Source: an optimization exercise on an open RTL-to-GDS flow (aim: small area). Production flows keep margins and buffers that such runs may drop. RTL that was checked went through simulation tests only; none was proved equivalent to the original. No functional check of the RTL was part of runs 4 to 8. Power and IR drop assume default switching activity. The flow treats the clock pin as an ideal source, which a real chip does not have.

File: config.mk
export PLATFORM = sky130hd
export DESIGN_NAME = frame_uart_top
export DESIGN_NICKNAME = frame_uart_top
export VERILOG_FILES = /design/flow/design.v
export SDC_FILE = /design/flow/constraint.sdc
export NUM_CORES = 4
export LEC_CHECK = 0
export CAP_MARGIN = 20
export CORE_MARGIN = 2
export CORE_UTILIZATION = 40
export SLEW_MARGIN = 20
File: constraint.sdc
create_clock -name core_clock -period 10.0 [get_ports {clk}]
set_input_delay 2.0000 -clock core_clock [delete_from_list [all_inputs] [get_ports {clk}]]
set_output_delay 2.0000 -clock core_clock [all_outputs]
set_load 0.01 [all_outputs]
File: design.v
package capture_pkg;
  localparam int FRAME_W      = 16;
  localparam int FRAME_H      = 8;
  localparam int FRAME_PIXELS = FRAME_W * FRAME_H;
  localparam int ADDR_W = $clog2(FRAME_PIXELS);
  typedef logic [7:0] pixel_t;
  typedef logic [ADDR_W-1:0] pixel_addr_t;
  typedef enum logic [1:0] {
    CAP_IDLE  = 2'd0,
    CAP_STORE = 2'd1,
    CAP_SEND  = 2'd2,
    CAP_DRAIN = 2'd3
  } capture_state_e;
endpackage
package uart_pkg;
  localparam int CLKS_PER_BIT = 4;
  localparam int DATA_BITS    = 8;
  localparam int FRAME_BITS = DATA_BITS + 2;
  localparam int BAUD_CNT_W = $clog2(CLKS_PER_BIT);
  localparam int BIT_IDX_W  = $clog2(FRAME_BITS);
  typedef logic [DATA_BITS-1:0] uart_byte_t;
  typedef enum logic [1:0] {
    CH_GREEN = 2'd0,
    CH_BLUE  = 2'd1,
    CH_RED   = 2'd2
  } tx_channel_e;
endpackage
`timescale 1ns/100ps
module frame_uart_top (
  input  logic   clk,
  input  logic   uart_reset,
  input  logic   store_req,
  input  logic   send_req,
  input  capture_pkg::pixel_t pixel_in,
  input  logic   pixel_valid,
  output logic   txd,
  output logic   capture_busy,
  output logic   send_done
);
  localparam int NPIX = 128;
  localparam int WP   = 8;             
  localparam int NWP  = NPIX / WP;     
  localparam int DL   = WP - 1;        
  typedef enum logic [2:0] {
    S_IDLE  = 3'd0,
    S_STORE = 3'd1,
    S_ALIGN = 3'd2,
    S_LOAD  = 3'd3,
    S_TX    = 3'd4,
    S_DONE  = 3'd5
  } state_e;
  state_e state;
  logic [7:0] ring [NPIX];
  logic [6:0] ring_pos;
  logic [6:0] pix_idx;
  logic [7:0] dl_data [1:DL];
  logic       dl_pend [1:DL];
  logic [7:0] pix;
  logic [5:0] cnt;
  logic [1:0] chan;
  logic       store_start;
  logic       arrive;
  logic       have;
  logic       aligned;
  logic       wr;
  logic [7:0] wdata;
  logic [DL:0] take;     
  assign store_start = (state == S_IDLE) && !uart_reset && store_req;
  assign arrive      = (state == S_STORE) && !uart_reset && pixel_valid;
  assign aligned     = (ring_pos[2:0] == 3'd0);
  always_comb begin
    take  = '0;
    wdata = pixel_in;
    have  = arrive;
    for (int k = 1; k <= DL; k++) begin
      if (dl_pend[k]) begin
        take  = '0;
        take[k] = 1'b1;
        wdata = dl_data[k];
        have  = 1'b1;
      end
    end
    if (!take[DL:1]) take[0] = arrive;
  end
  assign wr = aligned && have;
  always_ff @(posedge clk) begin
    dl_data[1] <= pixel_in;
    dl_pend[1] <= arrive && !(wr && take[0]) && !store_start;
    for (int k = 1; k < DL; k++) begin
      dl_data[k+1] <= dl_data[k];
      dl_pend[k+1] <= dl_pend[k] && !(wr && take[k]) && !store_start;
    end
  end
  always_ff @(posedge clk) begin
    for (int s = 0; s < NPIX; s++) begin
      if ((s % WP) == 0 && wr && ring_pos[6:3] == 4'(s / WP)) begin
        ring[s] <= wdata;
      end else begin
        ring[s] <= ring[(s + NPIX - 1) % NPIX];
      end
    end
  end
  logic realign;
  logic cap;
  logic hold;
  assign realign = (state == S_ALIGN) && !have && (pix_idx != 7'd0);
  assign cap     = (state == S_LOAD) && (ring_pos == 7'd0);
  assign hold    = wr || realign || cap;
  always_ff @(posedge clk) begin
    if (!hold) begin
      ring_pos <= ring_pos + 7'd1;
    end
    if (store_start) begin
      pix_idx <= '0;
    end else if (arrive || realign || cap) begin
      pix_idx <= pix_idx + 7'd1;
    end
  end
  always_ff @(posedge clk) begin
    if (uart_reset) begin
      state <= S_IDLE;
    end else begin
      case (state)
        S_IDLE: begin
          if (store_req)     state <= S_STORE;
          else if (send_req) state <= S_ALIGN;
        end
        S_STORE: begin
          if (arrive && pix_idx == 7'd127) state <= S_IDLE;
        end
        S_ALIGN: begin
          if (!have && pix_idx == 7'd0) state <= S_LOAD;
        end
        S_LOAD: begin
          if (cap) state <= S_TX;
        end
        S_TX: begin
          if (cnt == 6'd39 && chan == 2'd2) begin
            state <= (pix_idx == 7'd0) ? S_DONE : S_LOAD;
          end
        end
        default: state <= S_IDLE;
      endcase
    end
  end
  always_ff @(posedge clk) begin
    if (cap) begin
      pix <= ring[NPIX-1];
    end
  end
  always_ff @(posedge clk) begin
    if (state != S_TX) begin
      cnt  <= '0;
      chan <= '0;
    end else if (cnt == 6'd39) begin
      cnt  <= '0;
      chan <= chan + 2'd1;
    end else begin
      cnt  <= cnt + 6'd1;
    end
  end
  logic [7:0] tx_byte;
  logic       tx_bit;
  always_comb begin
    case (chan)
      2'd0:    tx_byte = {pix[4:2], 5'b0};
      2'd1:    tx_byte = {pix[1:0], 6'b0};
      default: tx_byte = {pix[7:5], 5'b0};
    endcase
    case (cnt[5:2])
      4'd0:    tx_bit = 1'b0;
      4'd1, 4'd2, 4'd3, 4'd4, 4'd5, 4'd6, 4'd7, 4'd8:
               tx_bit = tx_byte[cnt[5:2] - 4'd1];
      default: tx_bit = 1'b1;
    endcase
  end
  assign txd          = (state != S_TX) || tx_bit;
  assign capture_busy = (state != S_IDLE);
  assign send_done    = (state == S_DONE);
endmodule
File: run.sh
#!/bin/bash
# synth_recipe.tcl (not shown) runs the flow's synth.tcl, then flattens the netlist and writes it again
# the make line also repeats each setting of config.mk as NAME=value (left out here)
make -C /OpenROAD-flow-scripts/flow DESIGN_CONFIG=/design/flow/config.mk WORK_HOME=/design/flow/orfs CLKGATE_MAP_FILE= SYNTH_SCRIPT=/design/flow/synth_recipe.tcl finish
==> results of run 1 <==
[how the worst min path moves through the flow]
stage / endpoint / cells after the start / start / slack, ps
final: ring[46][1] / 0 / ring[45][1] / 280
after global placement: ring[126][4] / 0 / ring[125][4] / 310
after global routing: ring[39][1] / 0 / ring[38][1] / 280
after CTS: ring[45][3] / 0 / ring[44][3] / 260
after floorplan: ring[100][0] / 0 / ring[99][0] / 310
after detailed placement: ring[58][7] / 0 / ring[57][7] / 310
[critical path: stages, from the launching register on]
cell and delay, ps:
dfxtp_1 360, inv_1 90, ha_1 250, nor2_1 170, a22oi_1 100, a21oi_1 140
o21ai_0 90, o21ai_0 210, clkdlybuf4s50_1 580
[per-layer routing]
| metal | up-vias | GRT usage (%) | part of all wire [%] |
|---|---|---|---|
| met1 | 5512 | 15.9 | 51 |
| met5 | - | 0 | 0 |
| li1 | 5786 | - | - |
| met3 | 66 | 3.09 | 3.8 |
| met4 | 0 | 4.03 | 1.9 |
| met2 | 154 | 17.0 | 44 |
[synthesized netlist by cell type (10+ instances only)]
| library cell | count | area, um^2 |
|---|---|---|
| o21ai_0 | 20 | 100 |
| ha_1 | 13 | 163 |
| a21boi_2 | 10 | 113 |
| nand2_1 | 71 | 267 |
| a21oi_1 | 107 | 536 |
| clkbuf_1 | 19 | 71.3 |
| o21ai_1 | 45 | 225 |
| dfxtp_1 | 1105 | 22100 |
| edfxtp_1 | 15 | 450 |
| inv_1 | 21 | 78.8 |
| nand2b_1 | 13 | 81.3 |
| nor2_1 | 116 | 435 |
[logic make-up after synthesis]
family                   synth area share (%)
adder cells (fa/ha/maj)                 0.627
buffers and inverters                   0.858
XOR/XNOR                                0.304
flip-flops                               87.0
AND/OR/NAND/NOR                          4.51
multiplexers                            0.545
AO/OA/AOI/OAI                            6.16
[flip-flops by register name (all words and copies together) (netlist names)]
register and flops:
pix 8, state 3, ring_pos 7, dl_data 56
dl_pend 7, chan 2, ring 1024, cnt 6
pix_idx 7
[where the power goes]
part	internal, mW	switching (mW)	total, mW	leakage [nW]
Sequential	4.76	0.125	4.89	9.12
Combinational	0.146	0.308	0.454	1.12
Clock	2.34	1.58	3.92	1.74
Total	7.25	2.02	9.26	12.0
[per-stage QoR]
| stage | setup slack, ps | power, mW |
|---|---|---|
| 2_1_floorplan | 6460 | 5.25 |
| 3_3_place_gp | 5550 | 5.43 |
| 3_5_place_dp | 5470 | 5.44 |
| 4_1_cts | 5290 | 9.39 |
| 5_1_grt | 5150 | 9.63 |
| 6_report | 5350 | 9.26 |
[final cells by class]
class | count | area, um^2
fill | 5455 | 33700
sequential | 1120 | 22600
multi-input combinational | 534 | 3180
clock buffer | 142 | 2930
tap | 855 | 1070
clock inverter | 37 | 589
timing repair buffer | 23 | 210
inverter | 21 | 78.8
==> impl_metrics.yaml, run 1 <==
drt:
  avgRoutedWirePerCell_um: 13.6
  first_pass_iters: 4
  drc: 0
  drt-vias-per-instance: 4.22
  routed_wl_mm: 37.1
  drt_iter0_markers: 577
  antenna_left: 0
  vias: 11500
power:
  p_leak_nw: 12.0
  powerDensity_mw_per_mm2: 302
  worst_ir_drop_vdd_mv: 0.156
critical_path:
  critPathKind: "reg2out"
  ff2ff_path_depth: 5
  path_max_fanout: 4
  critical_path_arrival_ps: 2650
  endpoint_kind: "output port"
  critical_path.startpoint: "chan[0]"
  startpoint_type: "flip-flop"
  reg2reg_from: "dl_pend[7]"
  regToRegSetupSlack_ps: 6990
  required_ps: 8000
  r2r_end: "ring_pos[5]"
  endpoint: "txd"
timing:
  max_slew_margin_pct: 37.0
  rsz0062_at_grt: "false"
  finalHoldViolations: 0
  fin_tns_setup_ps: 0
  setup_violations: 0
  fin_skew_ps: 52.9
  max_freq_mhz: 215
  tightest_slew_ps: 941
  maxSlewViolCount: 0
  whs_ps: 275
  period_share_pct: 46.5
  period_needed_ps: 4650
place:
  placed_cells: 2553
  hpwlAfterDp_mm: 20.8
  placed_cell_area_mm2: 0.0271
  place_congestion: 0.750
  port_buffers: 15
clock_tree:
  path_clk_slew_ps: 60
  holdBufCountCts: 0
  cts_buffer_depth: 3
  tritoncts: "built"
  clock_latency_ps: 650
  cts_root_buffer: "clkbuf_16"
  cts.sinks: 1120
  ctsResizeCount: 0
  cts_setup_buffers: 0
  cts_made_buffers: 98
  cts-htree-levels: 3
global_route:
  gr-total-overflow: 0
  grtUsageTotal_pct: 11.4
  grt_max_degree: 26
  antenna_found_initial: 0
  grt_pass1_wl_mm: 61.2
  grt_pass1_vias: 11800
yosys:
  synth.distinct_cells: 66
  postSynthAreaPerCell_um2: 15.2
  synth_edf_count: 15
  synth_nets: 1732
  ys_ff_latch: 1120
  yosysWarnings: 4
  synthArstFlopShare_pct: 0
  syn_area_mm2: 0.0259
  synthCells: 1706
  seq_area_frac_synth_pct: 87.0
  ys.flop_type: "dfxtp_1"
cells_and_area:
  drive_above_1_share_pct: 11.3
  final_common_cell: "dfxtp_1"
  syn_to_final_growth_pct: 18.0
  layout_common_cells: "dfxtp_1 (1105), nor2_1 (116), a21oi_1 (106)"
  diodes: 0
  fin_cells: 2732
  final_cell_area_mm2: 0.0306
  nNetsFinal: 1824
  utilization_pct: 47.6
floorplanning:
  die_h_um: 259
  core_mm2: 0.0643
  ios: 16
  row_count: 93
  die_area_mm2: 0.0669
  die_x_um: 259
  start_util_pct: 40.3
min_path:
  hold_class: "reg2reg"
run_status:
  status: "finished clean"
flow_run:
  cap_violations: 0
==> run 2: changes to the inputs <==
--- a/design.v
+++ b/design.v
@@ -55,9 +55,7 @@
   logic [6:0] pix_idx;
   logic [7:0] dl_data [1:DL];
   logic       dl_pend [1:DL];
-  logic [7:0] pix;
-  logic [5:0] cnt;
-  logic [1:0] chan;
+  logic       txd_q;
   logic       store_start;
   logic       arrive;
   logic       have;
@@ -135,7 +133,7 @@
           if (cap) state <= S_TX;
         end
         S_TX: begin
-          if (cnt == 6'd39 && chan == 2'd2) begin
+          if (ring_pos == 7'd127) begin
             state <= (pix_idx == 7'd0) ? S_DONE : S_LOAD;
           end
         end
@@ -143,38 +141,36 @@
       endcase
     end
   end
+  logic       slot_last;
+  logic       next_bit;
+  logic [4:0] slot;
+  assign slot      = ring_pos[6:2];
+  assign slot_last = (ring_pos[1:0] == 2'd3);
+  always_comb begin
+    case (slot)
+      5'd5:    next_bit = ring[23][2];
+      5'd6:    next_bit = ring[27][3];
+      5'd7:    next_bit = ring[31][4];
+      5'd16:   next_bit = ring[67][0];
+      5'd17:   next_bit = ring[71][1];
+      5'd25:   next_bit = ring[103][5];
+      5'd26:   next_bit = ring[107][6];
+      5'd27:   next_bit = ring[111][7];
+      5'd8, 5'd18, 5'd28, 5'd29, 5'd30, 5'd31:
+               next_bit = 1'b1;
+      default: next_bit = 1'b0;
+    endcase
+  end
   always_ff @(posedge clk) begin
-    if (cap) begin
-      pix <= ring[NPIX-1];
+    if (uart_reset) begin
+      txd_q <= 1'b1;
+    end else if (state == S_TX) begin
+      if (slot_last) txd_q <= next_bit;
+    end else begin
+      txd_q <= !cap;
     end
   end
-  always_ff @(posedge clk) begin
-    if (state != S_TX) begin
-      cnt  <= '0;
-      chan <= '0;
-    end else if (cnt == 6'd39) begin
-      cnt  <= '0;
-      chan <= chan + 2'd1;
-    end else begin
-      cnt  <= cnt + 6'd1;
-    end
-  end
-  logic [7:0] tx_byte;
-  logic       tx_bit;
-  always_comb begin
-    case (chan)
-      2'd0:    tx_byte = {pix[4:2], 5'b0};
-      2'd1:    tx_byte = {pix[1:0], 6'b0};
-      default: tx_byte = {pix[7:5], 5'b0};
-    endcase
-    case (cnt[5:2])
-      4'd0:    tx_bit = 1'b0;
-      4'd1, 4'd2, 4'd3, 4'd4, 4'd5, 4'd6, 4'd7, 4'd8:
-               tx_bit = tx_byte[cnt[5:2] - 4'd1];
-      default: tx_bit = 1'b1;
-    endcase
-  end
-  assign txd          = (state != S_TX) || tx_bit;
+  assign txd          = txd_q;
   assign capture_busy = (state != S_IDLE);
   assign send_done    = (state == S_DONE);
 endmodule
--- a/config.mk
+++ b/config.mk
@@ -7,5 +7,7 @@
 export LEC_CHECK = 0
 export CAP_MARGIN = 20
 export CORE_MARGIN = 2
-export CORE_UTILIZATION = 40
+export CORE_UTILIZATION = 70
+export CTS_BUF_LIST = sky130_fd_sc_hd__clkbuf_4
+export PLACE_DENSITY = 0.8
 export SLEW_MARGIN = 20
==> run 2 against run 1 <==
Net effect: fmax down 4.3%; wire length up 12%; highest routed layer is now met5; clock-buffer cell count up 220; total power down 7.6%; first-iteration DRC count up 2.1%; worst setup slack worse by 210 ps; sequential share of layout area up 2.9 points; largest cell class unchanged; clock power down 16%; non-clock buffer count unchanged; critical path type unchanged.
==> impl_metrics.yaml, run 2 <==
run_status:
  status: "finished clean"
floorplanning:
  start_util_pct: 71.1
  die_x_um: 194
  die_h_um: 194
  die_area_mm2: 0.0377
  row_count: 69
  ios: 16
  core_mm2: 0.0356
global_route:
  antenna_found_initial: 4
  grt_pass1_wl_mm: 67.0
  grt_pass1_vias: 12700
  grtUsageTotal_pct: 23.1
  grt_max_degree: 21
  gr-total-overflow: 0
cells_and_area:
  drive_above_1_share_pct: 28.5
  final_common_cell: "dfxtp_1"
  regMostFlops: "ring"
  syn_to_final_growth_pct: 14.7
  n_fill_cell: 1744
  largest_reg_flops: 1024
  nNetsFinal: 1723
  utilization_pct: 81.5
  reg_top3: "ring: 1024 flops, dl_data: 56 flops"
  layout_common_cells: "dfxtp_1 (1098), clkbuf_4 (362), mux2_2 (130)"
timing:
  setup_violations: 0
  period_share_pct: 48.6
  fin_tns_setup_ps: 0
  finalHoldViolations: 0
  max_slew_margin_pct: 29.6
  rsz0062_at_grt: "false"
  fin_skew_ps: 65.3
  period_needed_ps: 4860
  tightest_slew_ps: 1030
  max_freq_mhz: 206
  maxSlewViolCount: 0
power:
  power.share.clock_pct: 38.6
  power_switching_mw: 2.07
  swShare_pct: 24.2
  powerDensity_mw_per_mm2: 295
  worst_ir_drop_vdd_mv: 0.236
  intPower_mw: 6.49
  p_leak_nw: 12.1
  p_seq_share_pct: 55.8
  combPwrFrac_pct: 5.6
yosys:
  synth.most_common_cell: "dfxtp_1"
  ys.flop_type: "dfxtp_1"
  yosysWarnings: 4
  ys_ff_latch: 1105
  syn_area_mm2: 0.0253
  synthTopCellsByCount: "dfxtp_1 (1098), mux2_2 (130), nand2_1 (29)"
  synth_top_area_share_pct: 86.9
  synth_nets: 1494
  ys_top_cells_by_area: "dfxtp_1 (87%), mux2_2 (5.8%), edfxtp_1 (0.83%)"
  synth.largest_area_cell: "dfxtp_1"
  postSynthAreaPerCell_um2: 17.1
  synthCells: 1477
  seq_area_frac_synth_pct: 87.8
  synth.distinct_cells: 55
  synth_edf_count: 7
  synthArstFlopShare_pct: 0
clock_tree:
  cts_root_buffer: "clkbuf_4"
  tritoncts: "built"
  cts_buffer_depth: 3
  cts_setup_buffers: 0
  holdBufCountCts: 0
  path_clk_slew_ps: 80
  clock_latency_ps: 920
  cts_made_buffers: 232
  cts-htree-levels: 4
  ctsResizeCount: 0
  cts.sinks: 1105
min_path:
  hold_class: "reg2reg"
critical_path:
  startpoint_type: "flip-flop"
  endpoint_kind: "output port"
  critical_path_arrival_ps: 2860
  required_ps: 8000
  path_max_fanout: 8
  critPathKind: "reg2out"
place:
  hpwlAfterDp_mm: 20.1
  place_congestion: 0.812
  port_buffers: 15
drt:
  vias: 11300
  drc: 0
  routed_wl_mm: 41.5
  drt-vias-per-instance: 4.81
  avgRoutedWirePerCell_um: 17.7
  first_pass_iters: 5
  antenna_left: 0
  drt_iter0_markers: 589
flow_run:
  cap_violations: 0
==> run 2: cell count changes in the layout (fill, tap and decap cells not counted), sizes merged, moves of 12 or more <==
cell    change
o221ai     +12
a21oi     -101
nor2      -105
clkbuf    +220
o21ai      -68
nand2      -39
mux2      +122
nand2b     -12
clkinv     +16
==> run 2: final cells by class <==
cell class	instances	area, um^2	share of cell area, %
flip-flops and latches	1105	22200	76.6
multi-input cells	332	2970	10.2
clock buffers	362	2720	9.38
well taps	461	577	1.99
clock inverters	44	277	0.954
repair buffers	23	210	0.725
inverters	12	45.0	0.155
diodes	1	2.50	0.00863
==> run 2: worst paths after layout <==
kind	to	start	slack [ps]	cells after the start
worst max-delay path	send_done	state[2]	5140	3
worst min-delay path	ring[47][3]	ring[46][3]	290	0
worst max register to register	ring[8][0]	dl_pend[7]	6620	5
worst min register to register	ring[47][3]	ring[46][3]	290	0
==> run 2: stage by stage <==
step	power, mW	hold slack, ps	std cells	setup WS (ps)	area, um^2
after floorplan	5.10	310	1477	6120	25300
after global placement	5.31	310	1933	4910	26000
after detailed placement	5.33	312	1933	5000	26000
after CTS	8.65	275	2339	5170	29000
after global routing	8.90	275	2340	5070	29000
final	8.56	285	2340	5140	29000
==> run 2: kinds of logic (layout without fill, tap and decap cells) <==
group,Yosys count,count (layout),synth area share (%)
multiplexers,140,140,6.19
AND/OR/NAND/NOR,106,106,2.71
flip-flops,1105,1105,87.8
other,0,1,0
adder cells (fa/ha/maj),4,4,0.198
AO/OA/AOI/OAI,76,76,2.25
XOR/XNOR,6,6,0.208
buffers and inverters,40,441,0.668
==> run 2: routing by layer <==
layer	up-vias	wire [um]	GRT usage, %
met5	-	23	0
met4	4	801	10.5
met3	73	1480	6.02
met2	241	20400	37.4
met1	5456	18800	29.3
li1	5480	-	-
==> run 2: critical path, cell delays in order (launching register included) <==
cell and delay (ps):
dfxtp_1 470, inv_1 180, nor3b_1 590, clkdlybuf4s50_1 700
==> run 2: power groups by stage <==
| stage | logic, mW | registers [mW] | clock network, mW |
|---|---|---|---|
| 6_report | 0.480 | 4.77 | 3.31 |
| 2_1_floorplan | 0.321 | 4.78 | 0 |
| 5_1_grt | 0.508 | 4.79 | 3.60 |
| 3_3_place_gp | 0.455 | 4.85 | 0 |
| 3_5_place_dp | 0.469 | 4.86 | 0 |
| 4_1_cts | 0.480 | 4.77 | 3.40 |
==> run 3: changes to the inputs <==
--- a/config.mk
+++ b/config.mk
@@ -7,7 +7,5 @@
 export LEC_CHECK = 0
 export CAP_MARGIN = 20
 export CORE_MARGIN = 2
-export CORE_UTILIZATION = 70
-export CTS_BUF_LIST = sky130_fd_sc_hd__clkbuf_4
-export PLACE_DENSITY = 0.8
+export CORE_UTILIZATION = 40
 export SLEW_MARGIN = 20
==> run 3 against run 2 <==
Net effect: sequential share of layout area fell by 2.0 points; final cell count rose by 6.5%; still clean; clock-buffer cell count fell by 218; worst setup slack improved by 450 ps; combinational power barely moved; clock skew fell by 46 ps; die area rose by 73%; cell area rose by 2.7%; wire length fell by 14%.
==> impl_metrics.yaml, run 3 <==
timing:
  setup_violations: 0
  fin_skew_ps: 18.9
  rsz0062_at_grt: "false"
  tightest_slew_ps: 960
  max_slew_margin_pct: 36.0
  max_freq_mhz: 227
  period_share_pct: 44.1
  finalHoldViolations: 0
  period_needed_ps: 4410
  maxSlewViolCount: 0
  fin_tns_setup_ps: 0
cells_and_area:
  layout_common_cells: "dfxtp_1 (1098), mux2_2 (130), clkbuf_16 (99)"
  drive_above_1_share_pct: 19.1
  diodes: 0
  nNetsFinal: 1587
  largest_reg_flops: 1024
  final_common_cell: "dfxtp_1"
  reg_top3: "ring: 1024 flops, dl_data: 56 flops"
  fin_cells: 2491
  syn_to_final_growth_pct: 17.8
  regMostFlops: "ring"
global_route:
  grt_pass1_vias: 10900
  antenna_found_initial: 1
  grt_max_degree: 21
  gr-total-overflow: 0
  grtUsageTotal_pct: 11.3
  grt_pass1_wl_mm: 58.6
power:
  swShare_pct: 21.9
  p_leak_nw: 12.0
  p_seq_share_pct: 53.1
  power.share.clock_pct: 41.6
  powerDensity_mw_per_mm2: 301
  combPwrFrac_pct: 5.3
  intPower_mw: 7.01
  finalPower_mw: 8.97
  worst_ir_drop_vdd_mv: 0.150
  power_switching_mw: 1.96
critical_path:
  path_max_fanout: 10
  startpoint_type: "input pin"
  regToRegSetupSlack_ps: 6540
  critical_path_arrival_ps: 4910
  required_ps: 10510
  endpoint_kind: "flip-flop"
  critPathKind: "in2reg"
floorplanning:
  core_mm2: 0.0627
  ios: 16
  row_count: 92
  die_x_um: 255
  die_h_um: 255
  start_util_pct: 40.3
  die_area_mm2: 0.0652
clock_tree:
  ctsResizeCount: 0
  cts.sinks: 1105
  clock_latency_ps: 620
  holdBufCountCts: 0
  cts_made_buffers: 97
  tritoncts: "built"
  cts-htree-levels: 3
  cts_setup_buffers: 0
  cts_buffer_depth: 3
  path_clk_slew_ps: 60
  cts_root_buffer: "clkbuf_16"
run_status:
  status: "finished clean"
drt:
  drc: 0
  vias: 10300
  drt-vias-per-instance: 4.12
  antenna_left: 0
  avgRoutedWirePerCell_um: 14.3
  routed_wl_mm: 35.5
  drt_iter0_markers: 596
  first_pass_iters: 4
yosys:
  seq_area_frac_synth_pct: 87.8
  synthCells: 1477
  yosysWarnings: 4
  synth_edf_count: 7
  ys.flop_type: "dfxtp_1"
  synth.distinct_cells: 55
  synthTopCellsByCount: "dfxtp_1 (1098), mux2_2 (130), nand2_1 (29)"
  postSynthAreaPerCell_um2: 17.1
  ys_ff_latch: 1105
  synthArstFlopShare_pct: 0
  synth.largest_area_cell: "dfxtp_1"
  ys_top_cells_by_area: "dfxtp_1 (87%), mux2_2 (5.8%), edfxtp_1 (0.83%)"
  synth.most_common_cell: "dfxtp_1"
  synth_top_area_share_pct: 86.9
  syn_area_mm2: 0.0253
  synth_nets: 1494
min_path:
  hold_class: "reg2reg"
place:
  hpwlAfterDp_mm: 18.9
  placed_cells: 2317
  port_buffers: 15
  place_congestion: 0.791
flow_run:
  cap_violations: 0
[run 3: cell counts after synthesis]
Identical to the previous run, type by type.
[run 3: final cells by class]
| type | count | area, um^2 |
|---|---|---|
| clock inverter | 30 | 364 |
| clock buffer | 144 | 2940 |
| sequential | 1105 | 22200 |
| tap | 846 | 1060 |
| multi-input combinational | 332 | 2980 |
| fill | 5262 | 33000 |
| timing repair buffer | 22 | 203 |
| inverter | 12 | 45.0 |
[run 3: final timing paths]
path                            depth (start not counted)    startpoint            to
worst max-delay path                                    6    uart_reset  ring[112][3]
worst min-delay path                                    0  ring[104][6]  ring[105][6]
worst max register to register                          6    dl_pend[7]    pix_idx[6]
worst min register to register                          0  ring[104][6]  ring[105][6]
[run 3: through the flow]
step                setup WS, ps  area [um^2]  utilization, %  hold slack (ps)
floorplan                   6120        25300               -              310
global placement            4960        26500            42.2              310
global route                5520        29800            47.5              322
finish                      5590        29800            47.5              315
detailed placement          4810        26500            42.2              312
CTS                         5480        29800            47.4              319
[run 3: logic make-up after synthesis]
group / synth area share (%)
and+or+nand+nor: 2.71
AOI/OAI and AO/OA: 2.25
buffers and inverters: 0.668
xor gates and xnor gates: 0.208
DFF: 87.8
adders and majority gates: 0.198
muxes: 6.19
[run 3: worst max-delay path: stages]
cell,delay [ps]
clkdlybuf4s50_1,560
or3b_4,460
o211a_1,530
nor4b_4,500
and3_1,460
mux2_2,390
[run 3: power groups by stage]
stage,logic [mW],clock network (mW),registers [mW]
floorplan,0.321,0,4.78
global placement,0.471,0,4.85
detailed placement,0.481,0,4.86
CTS,0.484,3.82,4.77
global route,0.516,4.01,4.79
finish,0.477,3.73,4.76
[run 3: layer usage]
metal  wire length (um)  vias up  track usage [%]
met5                  0        -                0
met4                878        0             4.53
met3               1580       71             2.95
met2              15200      149             16.7
met1              17800     4964             15.8
li1                   -     5074                -
==> run 4: changes to the inputs <==
--- a/design.v
+++ b/design.v
@@ -66,19 +66,22 @@
   assign store_start = (state == S_IDLE) && !uart_reset && store_req;
   assign arrive      = (state == S_STORE) && !uart_reset && pixel_valid;
   assign aligned     = (ring_pos[2:0] == 3'd0);
+  logic [DL:1] older;    
   always_comb begin
-    take  = '0;
-    wdata = pixel_in;
-    have  = arrive;
+    older[DL] = 1'b0;
+    for (int k = DL - 1; k >= 1; k--) begin
+      older[k] = older[k+1] || dl_pend[k+1];
+    end
+    have = arrive;
     for (int k = 1; k <= DL; k++) begin
-      if (dl_pend[k]) begin
-        take  = '0;
-        take[k] = 1'b1;
-        wdata = dl_data[k];
-        have  = 1'b1;
-      end
+      take[k] = dl_pend[k] && !older[k];
+      have    = have || dl_pend[k];
     end
-    if (!take[DL:1]) take[0] = arrive;
+    take[0] = arrive && !older[1] && !dl_pend[1];
+    wdata = {8{take[0]}} & pixel_in;
+    for (int k = 1; k <= DL; k++) begin
+      wdata = wdata | ({8{take[k]}} & dl_data[k]);
+    end
   end
   assign wr = aligned && have;
   always_ff @(posedge clk) begin
@@ -92,7 +95,9 @@
   always_ff @(posedge clk) begin
     for (int s = 0; s < NPIX; s++) begin
       if ((s % WP) == 0 && wr && ring_pos[6:3] == 4'(s / WP)) begin
-        ring[s] <= wdata;
+        ring[s] <= ((s / WP) % 2 == 1) ? ~wdata : wdata;
+      end else if ((s % WP) == 0) begin
+        ring[s] <= ~ring[(s + NPIX - 1) % NPIX];
       end else begin
         ring[s] <= ring[(s + NPIX - 1) % NPIX];
       end
@@ -149,13 +154,13 @@
   always_comb begin
     case (slot)
       5'd5:    next_bit = ring[23][2];
-      5'd6:    next_bit = ring[27][3];
-      5'd7:    next_bit = ring[31][4];
+      5'd6:    next_bit = !ring[27][3];
+      5'd7:    next_bit = !ring[31][4];
       5'd16:   next_bit = ring[67][0];
       5'd17:   next_bit = ring[71][1];
       5'd25:   next_bit = ring[103][5];
-      5'd26:   next_bit = ring[107][6];
-      5'd27:   next_bit = ring[111][7];
+      5'd26:   next_bit = !ring[107][6];
+      5'd27:   next_bit = !ring[111][7];
       5'd8, 5'd18, 5'd28, 5'd29, 5'd30, 5'd31:
                next_bit = 1'b1;
       default: next_bit = 1'b0;
--- a/config.mk
+++ b/config.mk
@@ -7,5 +7,9 @@
 export LEC_CHECK = 0
 export CAP_MARGIN = 20
 export CORE_MARGIN = 2
-export CORE_UTILIZATION = 40
+export CORE_UTILIZATION = 70
+export CTS_BUF_LIST = sky130_fd_sc_hd__clkbuf_16
+export CTS_CLUSTER_DIAMETER = 60
+export CTS_CLUSTER_SIZE = 28
+export PLACE_DENSITY = 0.8
 export SLEW_MARGIN = 20
==> run 4 against run 3 <==
Net effect: combinational power is 33% lower; flip-flop and latch count stayed put; synthesized cell count is 3.1% higher; fmax is 5.6% lower; cell area is 8.7% lower; critical path depth stayed put; hold slack better by 11 ps; sequential share of layout area is 7.1 points higher; core utilization is 29 points higher; largest cell class unchanged.
==> impl_metrics.yaml, run 4 <==
run_status:
  status: "finished clean"
cells_and_area:
  nNetsFinal: 1568
  regMostFlops: "ring"
  syn_to_final_growth_pct: 7.64
  largest_reg_flops: 1024
  utilization_pct: 76.4
  layout_common_cells: "dfxtp_1 (1098), mux2i_1 (130), clkbuf_16 (49)"
  drive_above_1_share_pct: 5.89
  diodes: 0
  final_cell_area_mm2: 0.0272
  reg_top3: "ring: 1024 flops, dl_data: 56 flops"
  final_common_cell: "dfxtp_1"
global_route:
  grtUsageTotal_pct: 22.4
  antenna_found_initial: 0
  grt_max_degree: 30
  grt_pass1_wl_mm: 62.8
  grt_pass1_vias: 10500
  gr-total-overflow: 0
timing:
  rsz0062_at_grt: "false"
  max_slew_margin_pct: 31.9
  layout_setup_ws_ps: 5330
  finalHoldViolations: 0
  max_freq_mhz: 214
  fin_skew_ps: 19.1
  tightest_slew_ps: 1020
  period_needed_ps: 4670
  maxSlewViolCount: 0
  period_share_pct: 46.7
  setup_violations: 0
  fin_tns_setup_ps: 0
yosys:
  synth.distinct_cells: 54
  synth_nets: 1540
  synth_edf_count: 7
  ys_top_cells_by_area: "dfxtp_1 (87%), mux2i_1 (5.2%), edfxtp_1 (0.83%)"
  postSynthAreaPerCell_um2: 16.6
  synthCells: 1523
  seq_area_frac_synth_pct: 87.9
  synthArstFlopShare_pct: 0
  ys.flop_type: "dfxtp_1"
  ys_ff_latch: 1105
  synthTopCellsByCount: "dfxtp_1 (1098), mux2i_1 (130), nand2_1 (28), nor2_1 (28)"
  yosysWarnings: 4
  syn_area_mm2: 0.0252
  synth.most_common_cell: "dfxtp_1"
  synth.largest_area_cell: "dfxtp_1"
  synth_top_area_share_pct: 87.1
critical_path:
  path_max_fanout: 11
  crit_slowest_cell: "nor3b_2"
  slowest_delay_ps: 770
  critPathKind: "in2reg"
  endpoint_kind: "flip-flop"
  reg2reg_from: "dl_pend[7]"
  critical_path.startpoint: "uart_reset"
  cp_common_cell: "nor3b_2"
  critical_path_arrival_ps: 5180
  path_cells: "clkdlybuf4s50_1, nor3b_2, a211oi_4, nor3b_1, nor3b_2, mux2i_1"
  required_ps: 10510
  startpoint_type: "input pin"
clock_tree:
  cts_setup_buffers: 0
  cts_buffer_depth: 3
  ctsResizeCount: 0
  cts_made_buffers: 46
  holdBufCountCts: 0
  tritoncts: "built"
  cts-htree-levels: 2
  clock_latency_ps: 590
  cts.sinks: 1105
  path_clk_slew_ps: 100
  cts_root_buffer: "clkbuf_16"
power:
  worst_ir_drop_vdd_mv: 0.242
  finalPower_mw: 7.18
  powerDensity_mw_per_mm2: 264
  p_leak_nw: 11.1
drt:
  routed_wl_mm: 41.6
  avgRoutedWirePerCell_um: 20.6
  wl_met3_mm: 1.61
  wl_met1_mm: 19.3
  antenna_left: 0
  vias: 10300
  drc: 0
  drt-vias-per-instance: 5.11
  first_pass_iters: 5
  drt_iter0_markers: 534
  wl_met2_mm: 19.7
  highest_layer: "met4"
place:
  placed_cell_area_mm2: 0.0259
  post-place-ws_ps: 4750
  place_congestion: 0.823
  hpwlAfterDp_mm: 22.8
  port_buffers: 15
floorplanning:
  core_mm2: 0.0356
  die_area_mm2: 0.0376
  row_count: 69
  die_x_um: 194
  start_util_pct: 71.0
  ios: 16
  die_h_um: 194
min_path:
  hold_class: "reg2reg"
  min_from: "ring[13][3]"
flow_run:
  cap_violations: 0
## run 4: cell count changes in the layout (fill, tap and decap cells not counted), sizes merged, moves of 13 or more
cell,previous run,this run
nor2,12,31
mux2,131,1
a211oi,16,1
clkbuf,144,49
clkinv,15,2
mux2i,9,130
a21oi,7,23
## run 4: per-stage QoR
step | instances | hold WS, ps
6_report | 2022 | 326
4_1_cts | 2022 | 327
3_3_place_gp | 1964 | 309
3_5_place_dp | 1964 | 312
5_1_grt | 2022 | 336
2_1_floorplan | 1523 | 310
## run 4: kinds of logic after synthesis
group / synth area share (%)
flip-flops: 87.9
XOR/XNOR: 0.208
adder cells (fa/ha/maj): 0.198
AO/OA/AOI/OAI: 2.10
multiplexers: 5.20
AND/OR/NAND/NOR: 3.64
buffers and inverters: 0.768
## run 4: layout make-up
type,count,area [um^2]
clock buffers,49,1230
multi-input cells,373,2890
clock inverters,9,93.8
repair buffers,19,180
well taps,461,577
fillers,1957,8390
inverters,6,22.5
flip-flops and latches,1105,22200
## run 4: worst max-delay path: cells and delay by family
family | cells | cell delay (ps)
and+or+nand+nor | 3 | 2100
buffers and inverters | 1 | 520
AOI/OAI and AO/OA | 1 | 260
muxes | 1 | 290
## run 4: path summary, 6_finish.rpt
path                                    end  slack (ps)  depth (start not counted)
worst min-delay path            ring[14][3]         330                          0
worst min register to register  ring[14][3]         330                          0
worst max register to register  ring[88][4]        6510                          5
worst max-delay path            ring[88][4]        5330                          6
## run 4: report_power, final
part / switching (mW) / internal [mW] / total (mW)
Clock: 1.24 / 0.918 / 2.15
Sequential: 0.120 / 4.59 / 4.71
Combinational: 0.223 / 0.0954 / 0.319
## run 4: per-layer routing
layer | vias up | GRT usage (%)
li1 | 4981 | -
met1 | 5060 | 31.8
met5 | - | 0
met4 | 0 | 6.17
met3 | 75 | 3.20
met2 | 218 | 36.6
==> run 5: changes to the inputs <==
--- a/design.v
+++ b/design.v
@@ -110,14 +110,8 @@
   assign cap     = (state == S_LOAD) && (ring_pos == 7'd0);
   assign hold    = wr || realign || cap;
   always_ff @(posedge clk) begin
-    if (!hold) begin
-      ring_pos <= ring_pos + 7'd1;
-    end
-    if (store_start) begin
-      pix_idx <= '0;
-    end else if (arrive || realign || cap) begin
-      pix_idx <= pix_idx + 7'd1;
-    end
+    ring_pos <= ring_pos + {6'd0, !hold};
+    pix_idx  <= (pix_idx + {6'd0, arrive || realign || cap}) & {7{!store_start}};
   end
   always_ff @(posedge clk) begin
     if (uart_reset) begin
--- a/config.mk
+++ b/config.mk
@@ -9,7 +9,7 @@
 export CORE_MARGIN = 2
 export CORE_UTILIZATION = 70
 export CTS_BUF_LIST = sky130_fd_sc_hd__clkbuf_16
-export CTS_CLUSTER_DIAMETER = 60
-export CTS_CLUSTER_SIZE = 28
+export CTS_CLUSTER_DIAMETER = 45
+export CTS_CLUSTER_SIZE = 36
 export PLACE_DENSITY = 0.8
 export SLEW_MARGIN = 20
==> run 5 against run 4 <==
Net effect: combinational power increased by 69%; clock-buffer cell count increased by 4; final cell count grew 0.99%; cell area up 1.9%; critical path type unchanged; still clean; non-clock buffer count increased by 3; largest cell class unchanged; wire length is 1.0% higher; hold slack worse by 20 ps; core utilization is 1.9 points higher; clock power is 24% higher; via count is 0.38% lower; synthesized cell count is 1.8% lower.
==> impl_metrics.yaml, run 5 <==
cells_and_area:
  layout_common_cells: "dfxtp_1 (1105), mux2i_1 (131), clkbuf_16 (53)"
  fin_cells: 2042
  reg_top3: "ring: 1024 flops, dl_data: 56 flops"
  nNetsFinal: 1555
  regMostFlops: "ring"
  syn_to_final_growth_pct: 10.6
  drive_above_1_share_pct: 8.04
  largest_reg_flops: 1024
  utilization_pct: 78.3
  final_common_cell: "dfxtp_1"
timing:
  fin_skew_ps: 40.1
  max_slew_margin_pct: 24.6
  rsz0062_at_grt: "false"
  max_freq_mhz: 235
  whs_ps: 306
  period_share_pct: 42.5
  tightest_slew_ps: 1120
  setup_violations: 0
  finalHoldViolations: 0
  period_needed_ps: 4250
  fin_tns_setup_ps: 0
  maxSlewViolCount: 0
min_path:
  hold_class: "reg2reg"
  hold_path_depth: 0
floorplanning:
  die_h_um: 193
  die_x_um: 193
  die_area_mm2: 0.0373
  ios: 16
  start_util_pct: 70.7
  row_count: 69
  core_mm2: 0.0354
yosys:
  synth_edf_count: 0
  synth.most_common_cell: "dfxtp_1"
  syn_area_mm2: 0.0250
  synthTopCellsByCount: "dfxtp_1 (1105), mux2i_1 (131), clkbuf_1 (24)"
  synth.largest_area_cell: "dfxtp_1"
  synth.distinct_cells: 54
  yosysWarnings: 4
  ys_top_cells_by_area: "dfxtp_1 (88%), mux2i_1 (5.2%), a22oi_1 (0.48%)"
  synthCells: 1495
  synthArstFlopShare_pct: 0
  ys_ff_latch: 1105
  synth_top_area_share_pct: 88.3
  ys.flop_type: "dfxtp_1"
  seq_area_frac_synth_pct: 88.3
  synth_nets: 1512
  postSynthAreaPerCell_um2: 16.7
place:
  placed_cells: 1944
  port_buffers: 15
  hpwlAfterDp_mm: 23.7
  place_congestion: 0.894
critical_path:
  endpoint_kind: "flip-flop"
  critical_path_arrival_ps: 4790
  path_max_fanout: 10
  critPathKind: "in2reg"
  ff2ff_path_depth: 5
  startpoint_type: "input pin"
  required_ps: 10540
clock_tree:
  cts_made_buffers: 52
  path_clk_slew_ps: 120
  cts_root_buffer: "clkbuf_16"
  cts_buffer_depth: 3
  holdBufCountCts: 0
  ctsResizeCount: 0
  cts_setup_buffers: 0
  cts-htree-levels: 2
  cts.sinks: 1105
  tritoncts: "built"
  clock_latency_ps: 650
drt:
  avgRoutedWirePerCell_um: 20.6
  vias: 10300
  drt-vias-per-instance: 5.04
  antenna_left: 0
  drc: 0
  drt_iter0_markers: 563
  first_pass_iters: 5
  routed_wl_mm: 42.0
power:
  worst_ir_drop_vdd_mv: 0.313
  p_leak_nw: 11.3
  powerDensity_mw_per_mm2: 289
flow_run:
  cap_violations: 0
global_route:
  grt_pass1_wl_mm: 62.9
  grt_pass1_vias: 10600
  grt_max_degree: 37
  gr-total-overflow: 0
  antenna_found_initial: 1
  grtUsageTotal_pct: 23.5
run_status:
  status: "finished clean"
## run 5: cell types whose count changed in the layout (fill, tap and decap cells not counted), sizes merged, moves of 9 or more
cell / previous run / this run
nand2: 33 / 20
nor3: 2 / 19
clkinv: 2 / 16
o211ai: 11 / 1
inv: 12 / 31
or2: 10 / 1
## run 5: metrics by stage
step	total power, mW	worst slack [ps]	instance area [um^2]
after floorplan	5.16	6320	25000
after global placement	5.38	5320	25700
after detailed placement	5.42	5170	25700
after CTS	8.03	5800	27700
after global routing	8.25	5650	27700
final	8.00	5750	27700
## run 5: cell type report
class,instances,area (um^2)
antenna,1,2.50
clock buffer,53,1330
clock inverter,43,643
fill,1843,7690
inverter,9,33.8
multi-input combinational,348,2800
sequential,1105,22100
tap,461,577
timing repair buffer,22,203
## run 5: path summary, 6_finish.rpt
| check | startpoint | end | slack [ps] |
|---|---|---|---|
| worst min register to register | ring[28][2] | ring[29][2] | 310 |
| worst min-delay path | ring[28][2] | ring[29][2] | 310 |
| worst max register to register | dl_pend[7] | ring[0][7] | 6880 |
| worst max-delay path | uart_reset | ring[8][0] | 5750 |
## run 5: cells by family (layout without fill, tap and decap cells)
| logic type | after synthesis | in the layout | share of synthesized area (%) |
|---|---|---|---|
| buffers and inverters | 42 | 127 | 0.690 |
| AND/OR/NAND/NOR | 137 | 137 | 3.28 |
| AO/OA/AOI/OAI | 68 | 68 | 1.96 |
| flip-flops | 1105 | 1105 | 88.3 |
| multiplexers | 131 | 131 | 5.24 |
| adder cells (fa/ha/maj) | 4 | 4 | 0.200 |
| XOR/XNOR | 8 | 8 | 0.280 |
| other | 0 | 1 | 0 |
## run 5: power breakdown
group          internal (mW)  total [mW]  switching (mW)
logic                  0.164       0.538           0.374
registers               4.66        4.80           0.141
clock network           1.12        2.66            1.53
## run 5: worst max-delay path, cell delays in order
cell and delay (ps):
clkdlybuf4s50_1 540, nor2b_1 780, a211oi_4 210, nor3_2 380, and2_1 590, mux2i_1 290
## run 5: per-layer routing
metal	global-route usage [%]	up-vias	part of all wire [%]
met5	0	-	0
met4	9.62	0	3.4
met3	4.56	87	5.0
met2	38.2	239	47
met1	31.3	5006	45
li1	-	4963	-
==> run 6: changes to the inputs <==
--- a/config.mk
+++ b/config.mk
@@ -9,7 +9,7 @@
 export CORE_MARGIN = 2
 export CORE_UTILIZATION = 70
 export CTS_BUF_LIST = sky130_fd_sc_hd__clkbuf_16
-export CTS_CLUSTER_DIAMETER = 45
-export CTS_CLUSTER_SIZE = 36
+export CTS_CLUSTER_DIAMETER = 120
+export CTS_CLUSTER_SIZE = 35
 export PLACE_DENSITY = 0.8
 export SLEW_MARGIN = 20
==> run 6 against run 5 <==
Net effect: still clean; sequential power about the same; total power down 10%; core utilization down 2.9 points; global-route usage down 1.7 points; flip-flop and latch count unchanged; first-iteration DRC count down 9.2%; critical path type unchanged; critical endpoint is now ring[8][2]; largest cell class unchanged; largest power group unchanged; highest routed layer unchanged.
==> impl_metrics.yaml, run 6 <==
yosys:
  synth.distinct_cells: 54
  synth_edf_count: 0
  synth_top_family_by_area: "multiplexers"
  synth_fa_ha_area_share_pct: 0.200
  yosysWarnings: 4
  ys.flop_type: "dfxtp_1"
  ys_top_cells_by_area: "dfxtp_1 (88%), mux2i_1 (5.2%), a22oi_1 (0.48%)"
  syn_area_mm2: 0.0250
  synth_xor_area_share_pct: 0.280
  ys_ff_latch: 1105
  synthTopCellsByCount: "dfxtp_1 (1105), mux2i_1 (131), clkbuf_1 (24)"
  synthArstFlopShare_pct: 0
  yosys.area_share.simple_pct: 3.28
  synthCells: 1495
  synth_nets: 1512
  synth_compound_gate_area_share_pct: 1.96
  synth_top_area_share_pct: 88.3
  seq_area_frac_synth_pct: 88.3
  postSynthAreaPerCell_um2: 16.7
  synth.area.mux_share_pct: 5.24
  synth.most_common_cell: "dfxtp_1"
  synth.largest_area_cell: "dfxtp_1"
drt:
  routed_wl_mm: 39.6
  avgRoutedWirePerCell_um: 20.0
  drt-vias-per-instance: 5.02
  drt_iter0_markers: 511
  drc: 0
  antenna_left: 0
  vias: 9956
  first_pass_iters: 5
critical_path:
  startpoint_type: "input pin"
  path_max_fanout: 10
  crit_slowest_cell: "nor2b_1"
  critical_path_arrival_ps: 4750
  critPathKind: "in2reg"
  required_ps: 10500
  slowest_delay_ps: 730
  endpoint_kind: "flip-flop"
  cp_top_family: "simple AND/OR/NAND/NOR gates"
  path_cells: "clkdlybuf4s50_1, nor2b_1, a211oi_4, nor3_2, and2_1, mux2i_1"
  crit_buf_inv: 1
timing:
  layout_setup_ws_ps: 5740
  fin_skew_ps: 31.0
  finalHoldViolations: 0
  tightest_slew_ps: 1120
  rsz0062_at_grt: "false"
  setup_violations: 0
  period_share_pct: 42.6
  max_slew_margin_pct: 24.6
  maxSlewViolCount: 0
  max_freq_mhz: 235
  whs_ps: 322
  period_needed_ps: 4260
  fin_tns_setup_ps: 0
place:
  placed_cells: 1944
  port_buffers: 15
  hpwlAfterDp_mm: 23.7
  post-place-ws_ps: 5170
  place_congestion: 0.894
  placed_cell_area_mm2: 0.0257
power:
  powerDensity_mw_per_mm2: 270
  combPwrFrac_pct: 7.4
  power.share.clock_pct: 25.9
  intPower_mw: 5.51
  power_switching_mw: 1.69
  p_seq_share_pct: 66.7
  finalPower_mw: 7.20
  swShare_pct: 23.4
  p_leak_nw: 10.8
  worst_ir_drop_vdd_mv: 0.217
global_route:
  gr-total-overflow: 0
  use_met1_pct: 31.2
  antenna_found_initial: 0
  grt_pass1_wl_mm: 58.8
  grt_max_degree: 36
  grt_pass1_vias: 10100
  met2_usage_pct: 35.4
  busiest_layer: "met2"
  grtUsageTotal_pct: 21.7
  grt_util_met3_pct: 2.86
cells_and_area:
  final_cell_area_mm2: 0.0267
  layout_common_cells: "dfxtp_1 (1105), mux2i_1 (131), clkbuf_16 (37)"
  syn_to_final_growth_pct: 6.57
  final_common_cell: "dfxtp_1"
  reg_top3: "ring: 1024 flops, dl_data: 56 flops"
  diodes: 0
  utilization_pct: 75.4
  nNetsFinal: 1539
  drive_above_1_share_pct: 4.79
  largest_reg_flops: 1024
  fin_cells: 1984
  regMostFlops: "ring"
clock_tree:
  clock_latency_ps: 590
  tritoncts: "built"
  path_clk_slew_ps: 120
  cts_root_buffer: "clkbuf_16"
  cts.sinks: 1105
  cts_buffer_depth: 3
  cts_made_buffers: 37
  cts_setup_buffers: 0
  cts-htree-levels: 2
  holdBufCountCts: 0
  ctsResizeCount: 0
floorplanning:
  row_count: 69
  die_h_um: 193
  start_util_pct: 70.7
  ios: 16
  die_area_mm2: 0.0373
  die_x_um: 193
  core_mm2: 0.0354
run_status:
  status: "finished clean"
flow_run:
  cap_violations: 0
min_path:
  hold_class: "reg2reg"
-- run 6: kinds of logic (layout without fill, tap and decap cells) --
kind of cell / Yosys count / in the layout
DFF: 1105 / 1105
and+or+nand+nor: 137 / 137
muxes: 131 / 131
AOI/OAI and AO/OA: 68 / 68
buffers and inverters: 42 / 70
xor gates and xnor gates: 8 / 8
adders and majority gates: 4 / 4
-- run 6: power by group through the flow --
stage | Combinational (mW) | Sequential, mW | Clock [mW]
finish | 0.530 | 4.80 | 1.87
global route | 0.562 | 4.83 | 2.03
CTS | 0.530 | 4.80 | 1.89
detailed placement | 0.523 | 4.90 | 0
global placement | 0.501 | 4.88 | 0
floorplan | 0.349 | 4.81 | 0
-- run 6: area by class of cell --
type | instances | area [um^2]
Clock buffer | 37 | 926
Clock inverter | 3 | 33.8
Fill cell | 2027 | 8710
Inverter | 9 | 33.8
Multi-Input combinational cell | 348 | 2800
Sequential cell | 1105 | 22100
Tap cell | 461 | 577
Timing Repair Buffer | 21 | 195
-- run 6: worst paths after layout --
kind | startpoint | cells after the start | slack (ps) | endpoint
worst max-delay path | uart_reset | 6 | 5740 | ring[8][2]
worst min register to register | ring[108][1] | 0 | 320 | ring[109][1]
worst max register to register | dl_pend[7] | 5 | 6900 | ring[64][1]
worst min-delay path | ring[108][1] | 0 | 320 | ring[109][1]
-- run 6: per-layer routing --
layer	routed length (um)	vias to the layer above	part of all wire, %
li1	-	4880	-
met1	19300	4863	49
met2	18200	163	46
met3	1340	50	3.4
met4	760	0	1.9
met5	0	-	0
-- run 6: worst reg2reg max path, cell delays in order (launching register included) --
cell and delay [ps]:
dfxtp_1 810, or3_1 480, or3_1 400, nor2_1 130, nor3_2 870, mux2i_1 230
==> run 7: changes to the inputs <==
--- a/config.mk
+++ b/config.mk
@@ -9,7 +9,7 @@
 export CORE_MARGIN = 2
 export CORE_UTILIZATION = 70
 export CTS_BUF_LIST = sky130_fd_sc_hd__clkbuf_16
-export CTS_CLUSTER_DIAMETER = 120
-export CTS_CLUSTER_SIZE = 35
+export CTS_CLUSTER_DIAMETER = 80
+export CTS_CLUSTER_SIZE = 32
 export PLACE_DENSITY = 0.8
 export SLEW_MARGIN = 20
==> run 7 against run 6 <==
Net effect: first-iteration DRC count increased by 20%; highest routed layer unchanged; critical endpoint is now ring[8][5]; clock power increased by 4%; sequential share of layout area decreased by 0.34 points; register-to-register slack got worse by 20 ps; critical path depth unchanged.
==> impl_metrics.yaml, run 7 <==
timing:
  max_slew_margin_pct: 22.1
  finalHoldViolations: 0
  layout_setup_ws_ps: 5770
  tightest_slew_ps: 1160
  max_freq_mhz: 236
  setup_violations: 0
  fin_tns_setup_ps: 0
  period_needed_ps: 4230
  rsz0062_at_grt: "false"
  maxSlewViolCount: 0
  period_share_pct: 42.3
  fin_skew_ps: 21.2
  whs_ps: 322
floorplanning:
  core_mm2: 0.0354
  row_count: 69
  die_x_um: 193
  ios: 16
  die_h_um: 193
  start_util_pct: 70.7
  die_area_mm2: 0.0373
drt:
  first_pass_iters: 5
  avgRoutedWirePerCell_um: 20.4
  routed_wl_mm: 40.7
  drt_iter0_markers: 613
  antenna_left: 0
  vias: 10100
  drt-vias-per-instance: 5.07
  drc: 0
cells_and_area:
  syn_to_final_growth_pct: 7.02
  regMostFlops: "ring"
  largest_reg_flops: 1024
  layout_common_cells: "dfxtp_1 (1105), mux2i_1 (131), clkbuf_16 (41)"
  n_fill_cell: 2012
  reg_top3: "ring: 1024 flops, dl_data: 56 flops"
  multi_input_area_mm2: 0.00280
  final_common_cell: "dfxtp_1"
  drive_above_1_share_pct: 5.17
  utilization_pct: 75.7
  seqCellArea_mm2: 0.0221
  nNetsFinal: 1542
  final_cell_area_mm2: 0.0268
  fin_cells: 1990
  diodes: 0
clock_tree:
  cts_setup_buffers: 0
  cts_made_buffers: 40
  cts_root_buffer: "clkbuf_16"
  cts-htree-levels: 2
  clock_latency_ps: 580
  holdBufCountCts: 0
  ctsResizeCount: 0
  path_clk_slew_ps: 120
  tritoncts: "built"
  cts.sinks: 1105
  cts_buffer_depth: 3
run_status:
  status: "finished clean"
place:
  port_buffers: 15
  placed_cell_area_mm2: 0.0257
  placed_cells: 1944
  hpwlAfterDp_mm: 23.7
  post-place-ws_ps: 5170
  place_congestion: 0.894
power:
  combPwrFrac_pct: 7.4
  powerDensity_mw_per_mm2: 272
  worst_ir_drop_vdd_mv: 0.215
  power.share.clock_pct: 26.7
  p_seq_share_pct: 65.9
  power_switching_mw: 1.71
  p_leak_nw: 10.8
  intPower_mw: 5.58
  swShare_pct: 23.4
  finalPower_mw: 7.28
yosys:
  synth_top_area_share_pct: 88.3
  synth.largest_area_cell: "dfxtp_1"
  synth_edf_count: 0
  syn_area_mm2: 0.0250
  ys_ff_latch: 1105
  synthTopCellsByCount: "dfxtp_1 (1105), mux2i_1 (131), clkbuf_1 (24)"
  postSynthAreaPerCell_um2: 16.7
  synth_nets: 1512
  synth.distinct_cells: 54
  synthCells: 1495
  synthArstFlopShare_pct: 0
  yosysWarnings: 4
  ys.flop_type: "dfxtp_1"
  synth.most_common_cell: "dfxtp_1"
  ys_top_cells_by_area: "dfxtp_1 (88%), mux2i_1 (5.2%), a22oi_1 (0.48%)"
  seq_area_frac_synth_pct: 88.3
global_route:
  grtUsageTotal_pct: 22.4
  gr-total-overflow: 0
  antenna_found_initial: 1
  grt_pass1_wl_mm: 60.5
  grt_max_degree: 33
  grt_pass1_vias: 10400
flow_run:
  cap_violations: 0
critical_path:
  path_max_fanout: 10
  crit_slowest_cell: "nor2b_1"
  cp_top_family: "simple AND/OR/NAND/NOR gates"
  slowest_delay_ps: 730
  startpoint_type: "input pin"
  path_cells: "clkdlybuf4s50_1, nor2b_1, a211oi_4, nor3_2, and2_1, mux2i_1"
  crit_buf_inv: 1
  critical_path_arrival_ps: 4730
  critPathKind: "in2reg"
  endpoint_kind: "flip-flop"
  required_ps: 10500
min_path:
  hold_class: "reg2reg"
[run 7: cell counts after synthesis]
No cell type changed its count.
[run 7: final timing paths]
check	from	to	slack, ps	cells after the start
min reg2reg	ring[108][1]	ring[109][1]	320	0
max reg2reg	dl_pend[7]	ring[0][0]	6880	5
min	ring[108][1]	ring[109][1]	320	0
max	uart_reset	ring[8][5]	5770	6
[run 7: per-layer routing]
| layer | share of wire, % | up-vias | GRT usage [%] |
|---|---|---|---|
| met4 | 3.0 | 0 | 7.40 |
| met3 | 4.0 | 80 | 3.06 |
| met1 | 47 | 4915 | 31.7 |
| li1 | - | 4888 | - |
| met5 | 0 | - | 0 |
| met2 | 46 | 215 | 36.3 |
[run 7: power groups by stage]
stage               Clock, mW  Sequential (mW)  Combinational [mW]
finish                   1.94             4.80               0.538
global route             2.12             4.83               0.566
CTS                      1.98             4.81               0.534
detailed placement          0             4.90               0.523
global placement            0             4.88               0.501
floorplan                   0             4.81               0.349
[run 7: cell families (layout without fill, tap and decap cells)]
logic type / after synthesis / count (layout) / share of synthesized area (%)
AO/OA/AOI/OAI: 68 / 68 / 1.96
XOR/XNOR: 8 / 8 / 0.280
adder cells (fa/ha/maj): 4 / 4 / 0.200
buffers and inverters: 42 / 76 / 0.690
flip-flops: 1105 / 1105 / 88.3
multiplexers: 131 / 131 / 5.24
AND/OR/NAND/NOR: 137 / 137 / 3.28
[run 7: worst register-to-register path: cells and delay by family (launching register included)]
family | cells | cell delay [ps]
and+or+nand+nor | 4 | 1950
muxes | 1 | 180
DFF | 1 | 830
[run 7: layout make-up]
class / instances / share of cell area [%]
repair buffers: 21 / 0.728
well taps: 461 / 2.15
inverters: 9 / 0.126
flip-flops and latches: 1105 / 82.6
clock inverters: 5 / 0.145
clock buffers: 41 / 3.83
multi-input cells: 348 / 10.5
==> run 8: changes to the inputs <==
--- a/config.mk
+++ b/config.mk
@@ -8,8 +8,8 @@
 export CAP_MARGIN = 20
 export CORE_MARGIN = 2
 export CORE_UTILIZATION = 70
-export CTS_BUF_LIST = sky130_fd_sc_hd__clkbuf_16
-export CTS_CLUSTER_DIAMETER = 80
-export CTS_CLUSTER_SIZE = 32
+export CTS_BUF_LIST = sky130_fd_sc_hd__clkbuf_8
+export CTS_CLUSTER_DIAMETER = 40
+export CTS_CLUSTER_SIZE = 22
 export PLACE_DENSITY = 0.8
 export SLEW_MARGIN = 20
==> run 8 against run 7 <==
Net effect: still clean on timing, DRC and antenna; die area did not move; sequential share of layout area fell by 1.9 points; global-route usage fell by 0.23 points; clock-buffer cell count rose by 40; core utilization rose by 1.8 points; register-to-register slack got worse by 40 ps; critical path type unchanged; largest cell class unchanged.
==> impl_metrics.yaml, run 8 <==
yosys:
  synthArstFlopShare_pct: 0
  synth.most_common_cell: "dfxtp_1"
  synthTopCellsByCount: "dfxtp_1 (1105), mux2i_1 (131), clkbuf_1 (24)"
  ys_top_cells_by_area: "dfxtp_1 (88%), mux2i_1 (5.2%), a22oi_1 (0.48%)"
  postSynthAreaPerCell_um2: 16.7
  ys_ff_latch: 1105
  yosysWarnings: 4
  ys.flop_type: "dfxtp_1"
  syn_area_mm2: 0.0250
  synthCells: 1495
  synth_nets: 1512
  synth_edf_count: 0
  synth.distinct_cells: 54
  synth.largest_area_cell: "dfxtp_1"
  synth_top_area_share_pct: 88.3
  seq_area_frac_synth_pct: 88.3
cells_and_area:
  final_common_cell: "dfxtp_1"
  syn_to_final_growth_pct: 9.49
  drive_above_1_share_pct: 9.97
  diodes: 0
  regMostFlops: "ring"
  largest_reg_flops: 1024
  nNetsFinal: 1578
  layout_common_cells: "dfxtp_1 (1105), mux2i_1 (131), clkbuf_8 (81)"
  reg_top3: "ring: 1024 flops, dl_data: 56 flops"
drt:
  antenna_left: 0
  wl_met1_mm: 19.0
  first_pass_iters: 5
  wl_met3_mm: 1.84
  drc: 0
  highest_layer: "met4"
  avgRoutedWirePerCell_um: 19.2
  wl_met2_mm: 17.7
  drt_iter0_markers: 620
  drt-vias-per-instance: 4.97
  routed_wl_mm: 39.8
  vias: 10300
place:
  port_buffers: 15
  hpwlAfterDp_mm: 23.7
  place_congestion: 0.894
critical_path:
  path_cells: "clkdlybuf4s50_1, nor2b_1, a211oi_4, nor3_2, and2_1, mux2i_1"
  endpoint_kind: "flip-flop"
  regToRegSetupSlack_ps: 6840
  critical_path_arrival_ps: 4780
  critPathKind: "in2reg"
  slowest_delay_ps: 760
  startpoint_type: "input pin"
  required_ps: 10580
  path_max_fanout: 10
  crit_slowest_cell: "nor2b_1"
timing:
  max_slew_margin_pct: 24.9
  period_share_pct: 42.1
  whs_ps: 303
  period_needed_ps: 4210
  fin_skew_ps: 34.2
  fin_tns_setup_ps: 0
  maxSlewViolCount: 0
  finalHoldViolations: 0
  setup_violations: 0
  max_freq_mhz: 238
  rsz0062_at_grt: "false"
  tightest_slew_ps: 1120
clock_tree:
  clock_latency_ps: 670
  holdBufCountCts: 0
  tritoncts: "built"
  cts_made_buffers: 75
  cts_setup_buffers: 0
  cts_root_buffer: "clkbuf_8"
  ctsResizeCount: 0
  cts-htree-levels: 3
  path_clk_slew_ps: 120
  cts_buffer_depth: 3
  cts.sinks: 1105
floorplanning:
  die_h_um: 193
  core_mm2: 0.0354
  ios: 16
  start_util_pct: 70.7
  row_count: 69
  die_x_um: 193
  die_area_mm2: 0.0373
global_route:
  grt_max_degree: 23
  gr-total-overflow: 0
  grt_pass1_wl_mm: 59.8
  grt_pass1_vias: 10500
  grtUsageTotal_pct: 22.2
  antenna_found_initial: 1
power:
  p_leak_nw: 11.2
  finalPower_mw: 7.70
  powerDensity_mw_per_mm2: 281
  worst_ir_drop_vdd_mv: 0.211
run_status:
  status: "finished clean"
flow_run:
  cap_violations: 0
min_path:
  hold_class: "reg2reg"
-- run 8: cell counts after synthesis --
No cell type changed its count.
-- run 8: stage by stage --
stage                     setup WS [ps]  util (%)  instance area (um^2)  cells
final                              5790      77.5                 27400   2076
after global routing               5680      77.5                 27400   2076
after CTS                          5820      77.4                 27400   2075
after detailed placement           5170      72.7                 25700   1944
after global placement             5320      72.7                 25700   1944
after floorplan                    6320         -                 25000   1495
-- run 8: area by class of cell --
cell class,instances,area (um^2)
multi-input combinational,348,2800
clock buffer,81,1110
tap,461,577
inverter,9,33.8
clock inverter,50,566
fill,1906,7980
timing repair buffer,22,206
sequential,1105,22100
-- run 8: path summary, 6_finish.rpt --
check,to,start,depth (start not counted)
max reg2reg,ring[0][7],dl_pend[7],5
max,ring[8][4],uart_reset,6
min reg2reg,ring[54][1],ring[53][1],0
min,ring[54][1],ring[53][1],0
-- run 8: where the power goes --
group | switching [mW] | internal, mW
logic | 0.369 | 0.165
registers | 0.137 | 4.66
clock network | 1.43 | 0.938
-- run 8: cell families after synthesis --
| logic type | synth area share, % |
|---|---|
| mux | 5.24 |
| compound gates | 1.96 |
| xor+xnor | 0.280 |
| buf+inv | 0.690 |
| flops | 88.3 |
| fa+ha+maj | 0.200 |
| simple gates | 3.28 |
-- run 8: layer usage --
layer,track usage (%),vias to the layer above
li1,-,5018
met1,31.0,4978
met2,34.2,243
met3,5.09,83
met4,8.71,0
met5,0,-
-- run 8: worst max-delay path: cells and delay by family --
kind	cells	cell delay, ps
compound gates	1	210
buf+inv	1	540
simple gates	3	1720
mux	1	290

-- afterwards: timing with drivers on the ports --
Ports are ideal in the flow. The routed layouts listed here were re-timed in OpenROAD. Step 1 (the two cells are an assumption about what drives the block):
set clk [get_ports {clk}]
set_driving_cell -lib_cell sky130_fd_sc_hd__clkbuf_16 $clk
set_driving_cell -lib_cell sky130_fd_sc_hd__buf_2 [delete_from_list [all_inputs] $clk]
Step 2 adds t to the input delays and takes it off the output delays; t is the mean of the earliest and latest rising clock arrival at the registers after step 1. Input paths then give back, and output paths get back, about the clock's delay inside the block. Slacks: ideal / step 1 / step 2; pairs: ideal / step 1.
| run | t, ns | setup slack, ns | latest minus earliest clock arrival (ns) | worst register clock-pin slew, ns | pins driven straight from the clock port |
|---|---|---|---|---|---|
| run 1 | 0.684 | 5.353 / 5.297 / 5.423 | 0.053 / 0.054 | 0.07 / 0.07 | 1 |
| run 2 | 0.936 | 5.144 / 5.098 / 4.916 | 0.067 / 0.067 | 0.09 / 0.09 | 1 |
| run 3 | 0.674 | 5.593 / 5.608 / 4.934 | 0.020 / 0.020 | 0.07 / 0.07 | 1 |
| run 4 | 0.627 | 5.330 / 5.356 / 4.728 | 0.021 / 0.021 | 0.10 / 0.10 | 1 |
| run 5 | 0.680 | 5.747 / 5.780 / 5.100 | 0.042 / 0.042 | 0.12 / 0.12 | 1 |
| run 6 | 0.623 | 5.743 / 5.773 / 5.150 | 0.037 / 0.037 | 0.12 / 0.12 | 1 |
| run 7 | 0.625 | 5.766 / 5.799 / 5.174 | 0.027 / 0.027 | 0.12 / 0.12 | 1 |
| run 8 | 0.701 | 5.793 / 5.819 / 5.119 | 0.039 / 0.039 | 0.12 / 0.12 | 1 |
After both steps setup and hold are still met in every run listed. For run 8, which loses most, drivers alone change the setup slack by +0.026 ns; drivers and shift together by -0.674 ns.
